This design comes from an exercise in tuning for small area, a short achievable clock period and few clock cycles per item on the open sky130 flow, not from production work.
Where RTL was checked, it was by simulation tests only, not by an equivalence proof against the original.

// iter_multiplier
module iter_multiplier (
    input  logic        clk,
    input  logic        rst_n,
    input  logic        mul_start,
    input  logic [63:0] a,
    input  logic [63:0] b,
    input  logic [1:0]  op,
    input  logic        word,
    input  logic        next,
    output logic [63:0] mul_result,
    output logic        mul_ok,
    output logic        busy
);
Size in the first run: ~310 flip-flops, ~200 I/O pins, roughly 25000 um^2 of cells after synthesis.
Settings: LEC_CHECK=0, CAP_MARGIN=20, CORE_MARGIN=2, CORE_UTILIZATION=40, CTS_CLUSTER_DIAMETER=60, CTS_CLUSTER_SIZE=24, PLACE_DENSITY=0.8, SETUP_SLACK_MARGIN=4.5, SLEW_MARGIN=20; clock period 7.5 ns.
standard.sh (not shown) runs the stock make flow with config.mk's settings and CLKGATE_MAP_FILE= SYNTH_SCRIPT=/design/flow/synth_recipe.tcl, a recipe that flattens the netlist after the stock synthesis.
==> flow/flow/run.sh <==
#!/bin/bash
set -e
export BUFFER_PORTS_ARGS="-buffer_cell sky130_fd_sc_hd__buf_1"
bash standard.sh > standard.log 2>&1
Testbench counts at the start, summed over its fixed seeds: cycles 23,924, items 2,400.
Rerun with:
--- a/flow/design.v
+++ b/flow/design.v
@@ -11,21 +11,20 @@
     output logic        mul_ok,
     output logic        busy
 );
     logic        busy_q, fix_q, inc_q, ok_q;
     logic [63:0] a_q, b_q;
     logic        a64_q, b64_q;
     logic [66:0] s_q, c_q;
     logic        cy_q;
     logic [7:0]  lo_s_q, lo_c_q;
     logic [3:0]  one_q, two_q, neg_q;       
-    logic [3:0]  one_h_q, two_h_q, neg_h_q;  
     logic [2:0]  cnt_q;
     logic        word_q, fixop_q;
     wire idle = !busy_q && !ok_q;
     wire calc = busy_q && !fix_q && !inc_q;
     wire a_sgn_in = (op != 2'b11);
     wire b_sgn_in = !op[1];
     wire a64_in   = a_sgn_in & a[63];
     function automatic logic [2:0] benc(input logic x2, input logic x1, input logic x0);
         benc[0] = x1 ^ x0;                                   
         benc[1] = (x2 & ~x1 & ~x0) | (~x2 & x1 & x0);        
@@ -42,27 +41,27 @@
             one_d[i] = e[0];
             two_d[i] = e[1];
             neg_d[i] = e[2];
         end
     end
     wire [66:0] ax = {a64_q, a64_q, a64_q, a_q};
     wire [66:0] ax2 = {ax[65:0], 1'b0};
     logic [66:0] e0, e1, e2, e3;
     always_comb begin
         logic [66:0] p0, p1, p2, p3;
-        p0 = {({33{one_h_q[0]}} & ax[66:34] | {33{two_h_q[0]}} & ax2[66:34]) ^ {33{neg_h_q[0]}},
+        p0 = {({33{one_q[0]}} & ax[66:34] | {33{two_q[0]}} & ax2[66:34]) ^ {33{neg_q[0]}},
               ({34{one_q[0]}} & ax[33:0] | {34{two_q[0]}} & ax2[33:0]) ^ {34{neg_q[0]}}};
-        p1 = {({33{one_h_q[1]}} & ax[66:34] | {33{two_h_q[1]}} & ax2[66:34]) ^ {33{neg_h_q[1]}},
+        p1 = {({33{one_q[1]}} & ax[66:34] | {33{two_q[1]}} & ax2[66:34]) ^ {33{neg_q[1]}},
               ({34{one_q[1]}} & ax[33:0] | {34{two_q[1]}} & ax2[33:0]) ^ {34{neg_q[1]}}};
-        p2 = {({33{one_h_q[2]}} & ax[66:34] | {33{two_h_q[2]}} & ax2[66:34]) ^ {33{neg_h_q[2]}},
+        p2 = {({33{one_q[2]}} & ax[66:34] | {33{two_q[2]}} & ax2[66:34]) ^ {33{neg_q[2]}},
               ({34{one_q[2]}} & ax[33:0] | {34{two_q[2]}} & ax2[33:0]) ^ {34{neg_q[2]}}};
-        p3 = {({33{one_h_q[3]}} & ax[66:34] | {33{two_h_q[3]}} & ax2[66:34]) ^ {33{neg_h_q[3]}},
+        p3 = {({33{one_q[3]}} & ax[66:34] | {33{two_q[3]}} & ax2[66:34]) ^ {33{neg_q[3]}},
               ({34{one_q[3]}} & ax[33:0] | {34{two_q[3]}} & ax2[33:0]) ^ {34{neg_q[3]}}};
         e0 = {~p0[66], p0[65:0]};
         e1 = {~p1[66], p1[65:0]};
         e2 = {~p2[66], p2[65:0]};
         e3 = {~p3[66], p3[65:0]};
     end
     wire [74:0] ts, tc;
     wire fs0 = s_q[7] ^ c_q[7];
     wire fc0 = s_q[7] & c_q[7];
     wire fs1 = s_q[8] ^ c_q[8];
@@ -1154,23 +1153,20 @@
             s_q    <= ts[74:8];
             c_q    <= tc[74:8];
             if (cnt_q != 3'd0 || fix_q) cy_q <= low9[8];
             cnt_q <= cnt_q + 3'd1;
         end
         lo_s_q <= ts[7:0];    
         lo_c_q <= tc[7:0];
         one_q <= one_d;
         two_q <= two_d;
         neg_q <= neg_d;
-        one_h_q <= (calc && last) ? 4'b0 : one_d;
-        two_h_q <= (calc && last) ? 4'b0 : two_d;
-        neg_h_q <= (calc && last) ? 4'b0 : neg_d;
     end
     always_ff @(posedge clk or negedge rst_n) begin
         if (!rst_n) begin
             busy_q <= 1'b0;
             fix_q  <= 1'b0;
             inc_q  <= 1'b0;
             ok_q   <= 1'b0;
         end else if (next) begin
             busy_q <= 1'b0;
             fix_q  <= 1'b0;
Clock skew barely changes.
Flip-flop and latch count falls by 12.
Synthesized area falls by about 2%.
Final area barely changes.
Final cell count falls by about 1.2%.
Worst setup slack loses 0.043 ns.
Function not checked in the second run of this note: the RTL went through the layout flow alone.

[afterwards: timing with drivers on the ports]
How much do the figures lean on ideal ports? The routed layouts below were timed once more, with nothing changed but the port constraints.
Step 1 assumes that a clkbuf_16 drives the clock port and a buf_2 every other input.
Step 2 adds t to the input delays and takes it off the output delays; t is the mean of the earliest and latest rising clock arrival at the registers after step 1. Input paths then give back, and output paths get back, about the clock's delay inside the block.
a / b / c = ideal / step 1 / step 2; a / b = the first two.
| run | shift t [ns] | slack for setup (ns) | pins driven straight from the clock port |
|---|---|---|---|
| the first run | 0.639 | 4.546 / 4.546 / 4.086 | 1 |
| the second run | 0.643 | 4.503 / 4.503 / 4.503 | 1 |
After both steps every run listed still meets setup and hold. The setup slack of the first run, which loses most, moves by 0.000 ns with the drivers and by -0.460 ns with both steps.
